What follows belongs to an exercise in optimizing a design on an open flow for small area, a short achievable clock period and few clock cycles per item; a production flow would make more cautious choices. Only simulation tests tie the RTL to the original design; equivalence was not proved. No activity file was given, so power comes from the tool's default toggle rates.

<file path="flow/constraint.sdc">
create_clock -name core_clock -period 11.0 [get_ports {aclk}]
set_input_delay 2.2000 -clock core_clock [delete_from_list [all_inputs] [get_ports {aclk}]]
set_output_delay 2.2000 -clock core_clock [all_outputs]
set_load 0.01 [all_outputs]
</file>
<file path="flow/run.sh">
#!/bin/bash
# synth_recipe.tcl (not shown) runs the flow's synth.tcl, then flattens the netlist and writes it again
# the make line also repeats each setting of config.mk as NAME=value (left out here)
make -C /OpenROAD-flow-scripts/flow DESIGN_CONFIG=/design/flow/config.mk WORK_HOME=/design/flow/orfs CLKGATE_MAP_FILE= SYNTH_SCRIPT=/design/flow/synth_recipe.tcl finish
</file>
<file path="flow/design.v">
`timescale 1ns / 1ps
package skf_pkg;
    localparam int FRAC_BITS = 16;
    localparam int GAIN_BITS = 16;
    localparam int VAL_W     = 32;                  
    localparam int NOISE_W   = 31;                  
    localparam int DEN_W     = VAL_W + 2;           
    localparam int QUO_W     = GAIN_BITS + 1;       
    localparam int CNT_W     = $clog2(QUO_W + 1);
    localparam logic [VAL_W-1:0]     VAR_ONE  = VAL_W'(1) << FRAC_BITS;
    localparam logic [GAIN_BITS:0]   GAIN_ONE = (GAIN_BITS+1)'(1) << GAIN_BITS;
    localparam logic [GAIN_BITS-1:0] GAIN_MAX = '1;
    localparam logic [1:0] CFG_INIT_EST   = 2'd0;
    localparam logic [1:0] CFG_PROC_NOISE = 2'd1;
    localparam logic [1:0] CFG_MEAS_NOISE = 2'd2;
endpackage
`timescale 1ns / 1ps
import skf_pkg::*;
module skf_div
(
    input  logic             aclk,
    input  logic             aresetn,
    input  logic             start,
    input  logic [VAL_W-1:0] num,
    input  logic [DEN_W-1:0] den,
    output logic             done,
    output logic [QUO_W-1:0] quo
);
    logic [DEN_W:0]   rem_reg, rem_next;
    logic [DEN_W-1:0] den_reg;
    logic [QUO_W-1:0] quo_reg, quo_next;
    logic [CNT_W-1:0] cnt_reg, cnt_next;
    logic             first_reg, first_next;
    logic             done_reg, done_next;
    logic [DEN_W:0]   trial;
    logic             fits;
    assign trial = first_reg ? rem_reg : {rem_reg[DEN_W-1:0], 1'b0};
    assign fits  = trial >= {1'b0, den_reg};
    always_comb begin
        rem_next   = rem_reg;
        quo_next   = quo_reg;
        cnt_next   = cnt_reg;
        first_next = first_reg;
        done_next  = 1'b0;
        if (start) begin
            rem_next   = (DEN_W+1)'(num);
            quo_next   = '0;
            cnt_next   = CNT_W'(QUO_W);
            first_next = 1'b1;
        end else if (cnt_reg != '0) begin
            rem_next   = fits ? trial - {1'b0, den_reg} : trial;
            quo_next   = {quo_reg[QUO_W-2:0], fits};
            cnt_next   = cnt_reg - CNT_W'(1);
            first_next = 1'b0;
            done_next  = (cnt_reg == CNT_W'(1));
        end
    end
    always_ff @(posedge aclk) begin
        if (!aresetn) begin
            cnt_reg  <= '0;
            done_reg <= 1'b0;
        end else begin
            cnt_reg  <= cnt_next;
            done_reg <= done_next;
        end
        rem_reg   <= rem_next;
        quo_reg   <= quo_next;
        first_reg <= first_next;
        if (start)
            den_reg <= den;
    end
    assign done = done_reg;
    assign quo  = quo_reg;
endmodule
`timescale 1ns / 1ps
import skf_pkg::*;
module scalar_kalman_filter_core
(
    input  logic               aclk,
    input  logic               aresetn,
    input  logic               cfg_we,
    input  logic [1:0]         cfg_index,
    input  logic [VAL_W-1:0]   cfg_data,
    input  logic               s_valid,
    output logic               s_ready,
    input  logic signed [VAL_W-1:0] s_measurement,
    output logic               m_valid,
    input  logic               m_ready,
    output logic signed [VAL_W-1:0] m_estimate
);
    localparam logic [2:0] ST_IDLE = 3'd0;
    localparam logic [2:0] ST_DIV  = 3'd1;
    localparam logic [2:0] ST_MUL1 = 3'd2;
    localparam logic [2:0] ST_MUL2 = 3'd3;
    localparam logic [2:0] ST_FIN  = 3'd4;
    localparam int PROD_W = DEN_W + GAIN_BITS + 2;
    localparam int SHR_W  = PROD_W - GAIN_BITS;
    logic [2:0]               state_reg, state_next;
    logic [NOISE_W-1:0]       pnoise_reg, mnoise_reg;
    logic signed [VAL_W-1:0]  est_reg;
    logic [VAL_W-1:0]         var_reg;
    logic signed [VAL_W-1:0]  meas_reg;
    logic [VAL_W-1:0]         p_reg;
    logic                     den_zero_reg;
    logic [GAIN_BITS-1:0]     gain_reg;
    logic signed [PROD_W-1:0] prod_reg;
    logic                     m_valid_reg;
    logic signed [VAL_W-1:0]  m_estimate_reg;
    logic                     accept;
    logic [VAL_W:0]           p_sum;
    logic [VAL_W-1:0]         p_sat;
    logic [DEN_W-1:0]         den;
    logic                     div_done;
    logic [QUO_W-1:0]         div_quo;
    logic signed [DEN_W-1:0]  diff;
    logic signed [DEN_W-1:0]  mul_a;
    logic signed [GAIN_BITS+1:0] mul_b;
    logic signed [PROD_W-1:0] mul_p;
    logic signed [PROD_W-1:0] rnd_sum;
    logic signed [SHR_W-1:0]  rnd_shr;
    logic signed [SHR_W-1:0]  est_wide;
    logic signed [VAL_W-1:0]  est_sat;
    logic [VAL_W-1:0]         var_sat;
    logic                     out_free;
    assign accept   = s_valid && (state_reg == ST_IDLE);
    assign s_ready  = (state_reg == ST_IDLE);
    assign out_free = !m_valid_reg || m_ready;
    assign p_sum = {1'b0, var_reg} + (VAL_W+1)'(pnoise_reg);
    assign p_sat = p_sum[VAL_W] ? '1 : p_sum[VAL_W-1:0];
    assign den   = DEN_W'(p_sat) + DEN_W'(mnoise_reg);
    skf_div u_div (
        .aclk    (aclk),
        .aresetn (aresetn),
        .start   (accept),
        .num     (p_sat),
        .den     (den),
        .done    (div_done),
        .quo     (div_quo)
    );
    assign diff = DEN_W'(meas_reg) - DEN_W'(est_reg);
    always_comb begin
        if (state_reg == ST_MUL1) begin
            mul_a = diff;
            mul_b = $signed({2'b00, gain_reg});
        end else begin
            mul_a = $signed(DEN_W'(p_reg));
            mul_b = $signed({1'b0, GAIN_ONE - (GAIN_BITS+1)'(gain_reg)});
        end
    end
    assign mul_p = mul_a * mul_b;
    assign rnd_sum  = prod_reg + PROD_W'(GAIN_ONE >> 1);
    assign rnd_shr  = rnd_sum[PROD_W-1:GAIN_BITS];
    assign est_wide = SHR_W'(est_reg) + rnd_shr;
    always_comb begin
        if (est_wide[SHR_W-1:VAL_W-1] == '0 || est_wide[SHR_W-1:VAL_W-1] == '1)
            est_sat = est_wide[VAL_W-1:0];
        else if (est_wide[SHR_W-1])
            est_sat = {1'b1, {(VAL_W-1){1'b0}}};
        else
            est_sat = {1'b0, {(VAL_W-1){1'b1}}};
    end
    assign var_sat = (rnd_shr[SHR_W-1:VAL_W] != '0) ? '1 : rnd_shr[VAL_W-1:0];
    always_comb begin
        state_next = state_reg;
        case (state_reg)
            ST_IDLE: if (accept) state_next = ST_DIV;
            ST_DIV:  if (div_done) state_next = ST_MUL1;
            ST_MUL1: state_next = ST_MUL2;
            ST_MUL2: state_next = ST_FIN;
            ST_FIN:  if (out_free) state_next = ST_IDLE;
            default: state_next = ST_IDLE;
        endcase
    end
    always_ff @(posedge aclk) begin
        if (!aresetn) begin
            state_reg   <= ST_IDLE;
            m_valid_reg <= 1'b0;
            pnoise_reg  <= NOISE_W'(655);
            mnoise_reg  <= NOISE_W'(65536);
            est_reg     <= '0;
            var_reg     <= VAR_ONE;
        end else begin
            state_reg <= state_next;
            if (state_reg == ST_FIN && out_free)
                m_valid_reg <= 1'b1;
            else if (m_valid_reg && m_ready)
                m_valid_reg <= 1'b0;
            if (cfg_we) begin
                case (cfg_index)
                    CFG_INIT_EST: begin
                        est_reg <= $signed(cfg_data);
                        var_reg <= VAR_ONE;
                    end
                    CFG_PROC_NOISE: pnoise_reg <= cfg_data[NOISE_W-1:0];
                    CFG_MEAS_NOISE: mnoise_reg <= cfg_data[NOISE_W-1:0];
                    default: ;
                endcase
            end
            if (state_reg == ST_MUL2)
                est_reg <= est_sat;
            if (state_reg == ST_FIN && out_free)
                var_reg <= var_sat;
        end
        if (accept) begin
            meas_reg     <= s_measurement;
            p_reg        <= p_sat;
            den_zero_reg <= (den == '0);
        end
        if (state_reg == ST_DIV && div_done) begin
            if (den_zero_reg)
                gain_reg <= '0;
            else if (div_quo[QUO_W-1])
                gain_reg <= GAIN_MAX;
            else
                gain_reg <= div_quo[GAIN_BITS-1:0];
        end
        if (state_reg == ST_MUL1 || state_reg == ST_MUL2)
            prod_reg <= mul_p;
        if (state_reg == ST_FIN && out_free)
            m_estimate_reg <= est_reg;
    end
    assign m_valid    = m_valid_reg;
    assign m_estimate = m_estimate_reg;
endmodule
</file>
<file path="flow/config.mk">
export PLATFORM = sky130hd
export DESIGN_NAME = scalar_kalman_filter_core
export DESIGN_NICKNAME = scalar_kalman_filter_core
export VERILOG_FILES = /design/flow/design.v
export SDC_FILE = /design/flow/constraint.sdc
export NUM_CORES = 4
export LEC_CHECK = 0
export CAP_MARGIN = 20
export CORE_MARGIN = 2
export CORE_UTILIZATION = 40
export SLEW_MARGIN = 20
</file>
==> flow_summary.yaml <==
outcome:
  outcome: "complete, no violations"
pwr:
  ir_drop_v: 0.000406
  swShare: 0.475
  power_density_nw_per_um2: 264
  power_frac_seq: 0.173
  p_switching_mw: 5.86
  p_int_mw: 6.46
  p_leak_nw: 21.6
  clkPwrFrac: 0.118
  comb_power_share: 0.709
yosys:
  synth-edff-count: 215
  synth_area_um2: 42300
  syn_inst: 4809
  yosysUniqueCellTypes: 80
  synth_flop_cell: "edfxtp_1"
  syn-num-nets: 5708
  async_flop_share: 0
  ys_ff_latch: 372
  yosysSeqAreaShare: 0.227
  yosysWarningCount: 2
  synth.avg_cell_area_um2: 8.80
setup_path:
  cpPeakStageDelay_ns: 0.74
  rr_worst_depth: 34
  path_common_cell: "fa_1"
  crit_end: "prod_reg[51]"
  reg2reg_from: "est_reg[1]"
  required_ns: 11.32
  critPathKind: "flop to flop"
  critPathLaunch: "est_reg[1]"
  worstSetupEndpointType: "flop"
  critPathMaxFanout: 16
  startpoint_type: "flop"
  arrival_ns: 10.68
  slowest_stage: "a311o_1"
  reg2reg_to: "prod_reg[51]"
  rrSetupSlack_ns: 0.64
sta:
  slew_viol_final: 0
  min_period_ns: 10.36
  grt_setup_unrepaired: "no"
  worst_clock_skew_ns: 0.0286
  relSlewSlack: 0.249
  setup_viol: 0
  fmax_mhz: 96.5
  tightest_slew_ns: 1.13
  whs_ns: 0.468
  period_share: 0.942
  fin_setup_tns_ns: 0
  hold_viol_final: 0
hold_path:
  hold_class: "flop to flop"
  min_path_cells: 2
  hp-start: "mnoise_reg[9]"
global_routing:
  antenna_found_initial: 7
  grt_pass1_wl_mm: 205
  grt_pass1_vias: 33900
  grt_max_degree: 74
  grt-ovfl-total: 0
  grt_usage: 0.248
final_layout:
  multi_input_area_um2: 29400
  final_nets: 5779
  final_cell_mix: "nand2_1 (803), inv_1 (768), fa_1 (543), nor2_1 (344), ha_1 (285)"
  largest_register_ffs: 37
  layout_commonest_cell: "nand2_1"
  syn_to_final_growth_pct: 10.4
  nFillCells: 10400
  ff_latch_area_um2: 9600
  drive_gt1_frac: 0.0501
  final_util: 0.445
floorplan:
  dieArea_um2: 108000
  io_pins: 105
  die_y_um: 329
  coreArea_um2: 105000
  fp-row-count: 119
  die_w_um: 329
  start_util: 0.403
run:
  drv_cap: 0
drt:
  drc: 0
  firstDrtPassIters: 6
  wire_per_inst_um: 21.0
  first_iter_violations: 2968
  vias_per_cell: 5.42
  ant_nets: 0
  drt_wl_total_mm: 132
  via_count: 34200
clocking:
  root_buffer: "clkbuf_16"
  post_cts_buffers: 0
  path_clk_slew_ns: 0.06
  cts-htree-levels: 2
  clock_latency_ns: 0.58
  cts_hold_buf: 0
  ctsResizeCount: 0
  cts_made_buffers: 41
  cts.sinks: 372
  cts.path.max_buffers: 3
  cts_tree: "built"
place:
  dp_hpwl_mm: 106
  io_buffers: 104
  finalWeightedCongestion: 0.950
per-layer routing:
layer | up-vias | wire, um | track usage
li1 | 15700 | - | -
met1 | 17100 | 59800 | 0.361
met2 | 1211 | 59900 | 0.392
met3 | 179 | 9010 | 0.0292
met4 | 2 | 3700 | 0.0641
met5 | - | 13 | 0
power groups by stage:
| stage | clock [mW] | sequential [mW] | combinational (mW) |
|---|---|---|---|
| final | 1.45 | 2.13 | 8.74 |
| after global placement | 0 | 2.15 | 8.64 |
| after CTS | 1.47 | 2.13 | 8.79 |
| after detailed placement | 0 | 2.16 | 8.73 |
| after floorplan | 0 | 2.11 | 6.40 |
| after global routing | 1.53 | 2.14 | 9.82 |
cells by family (layout without fill, tap and decap cells):
| group | after synthesis | count (layout) | share of synthesized area |
|---|---|---|---|
| compound gates | 811 | 811 | 0.124 |
| other cells | 2 | 3 | 0.000177 |
| simple gates | 1583 | 1583 | 0.164 |
| mux | 50 | 50 | 0.0128 |
| flops | 372 | 372 | 0.227 |
| xor+xnor | 230 | 230 | 0.0476 |
| buf+inv | 933 | 1036 | 0.0829 |
| fa+ha+maj | 828 | 828 | 0.341 |
cells in the mapped netlist (8+ instances only):
| master | count | area [um^2] |
|---|---|---|
| nand2_1 | 804 | 3020 |
| inv_1 | 768 | 2880 |
| fa_1 | 543 | 10900 |
| nor2_1 | 344 | 1290 |
| ha_1 | 285 | 3570 |
| a21oi_1 | 255 | 1280 |
| edfxtp_1 | 215 | 6460 |
| dfxtp_1 | 157 | 3140 |
| clkbuf_1 | 149 | 559 |
| xnor2_1 | 141 | 1230 |
| o21ai_0 | 99 | 495 |
| a21o_1 | 91 | 683 |
| xor2_1 | 89 | 780 |
| nand3_1 | 72 | 360 |
| and2_1 | 70 | 438 |
| a21boi_0 | 63 | 473 |
| nor3_1 | 57 | 285 |
| a211oi_1 | 48 | 360 |
| and3_1 | 48 | 300 |
| o21a_1 | 44 | 330 |
| nand2b_1 | 35 | 219 |
| nor2b_1 | 34 | 213 |
| o211ai_1 | 33 | 248 |
| mux2_2 | 31 | 349 |
| o21bai_1 | 27 | 203 |
| o21ai_1 | 25 | 125 |
| nand4_1 | 24 | 150 |
| o22ai_1 | 23 | 144 |
| or2_2 | 21 | 131 |
| a31oi_1 | 19 | 119 |
| mux2i_1 | 18 | 180 |
| or3_1 | 18 | 113 |
| nor4_1 | 12 | 75.1 |
| buf_1 | 10 | 37.5 |
| and4_1 | 9 | 78.8 |
| o41ai_1 | 9 | 78.8 |
| a211o_1 | 8 | 70.1 |
through the flow:
step	cell area [um^2]	setup WS, ns	power, mW	instances
after floorplan	42300	1.09	8.52	4809
after global placement	45300	0.915	10.8	6228
after detailed placement	45300	0.847	10.9	6228
after CTS	46700	0.760	12.4	6303
after global routing	46700	0.0434	13.5	6303
final	46700	0.636	12.3	6304
area by class of cell:
class | instances | area share
well taps | 1391 | 0.0372
clock inverters | 18 | 0.00415
flip-flops and latches | 372 | 0.205
diodes | 1 | 0.0000535
clock buffers | 57 | 0.0254
inverters | 769 | 0.0619
repair buffers | 192 | 0.0364
multi-input cells | 3504 | 0.630
worst min-delay path by stage:
stage | to
final | mnoise_reg[9]
after floorplan | m_estimate_reg[10]
after CTS | m_estimate_reg[14]
after global routing | u_div.quo_reg[12]
after global placement | m_estimate_reg[2]
after detailed placement | m_estimate_reg[15]
critical path, delay by kind of cell, from the launching register on:
family | cells | cell delay [ns]
multiplexers | 1 | 0.16
AND/OR/NAND/NOR | 6 | 1.15
AO/OA/AOI/OAI | 14 | 4.23
buffers and inverters | 4 | 0.25
flip-flops | 1 | 0.45
XOR/XNOR | 1 | 0.09
adder cells (fa/ha/maj) | 8 | 3.76
Testbench counts, summed over its fixed seeds: cycles 45,150, items 2,048.

## what the ideal ports hide
In the flow no input, the clock included, has a driving cell. The finished layout below was timed again as built, in two steps.
Step 1 (the two cells are an assumption about what drives the block):
set clk [get_ports {aclk}]
set_driving_cell -lib_cell sky130_fd_sc_hd__clkbuf_16 $clk
set_driving_cell -lib_cell sky130_fd_sc_hd__buf_2 [delete_from_list [all_inputs] $clk]
Step 2, shift: input delay + t, output delay - t, t = (earliest + latest rising clock arrival at the registers) / 2. This alone moves slack from input paths to output paths.
Three values: ideal ports, drivers, drivers and shift; two values: the first two.
t, ns: 0.621
slack for setup (ns): 0.636 / 0.636 / 0.636
worst hold slack (ns): 0.468 / 0.468 / 0.468
latest minus earliest clock arrival (ns): 0.029 / 0.029
worst register clock-pin slew, ns: 0.07 / 0.07
After both steps setup and hold are still met in this run. The setup slack of this run moves by 0.000 ns with the drivers and by 0.000 ns with both steps.
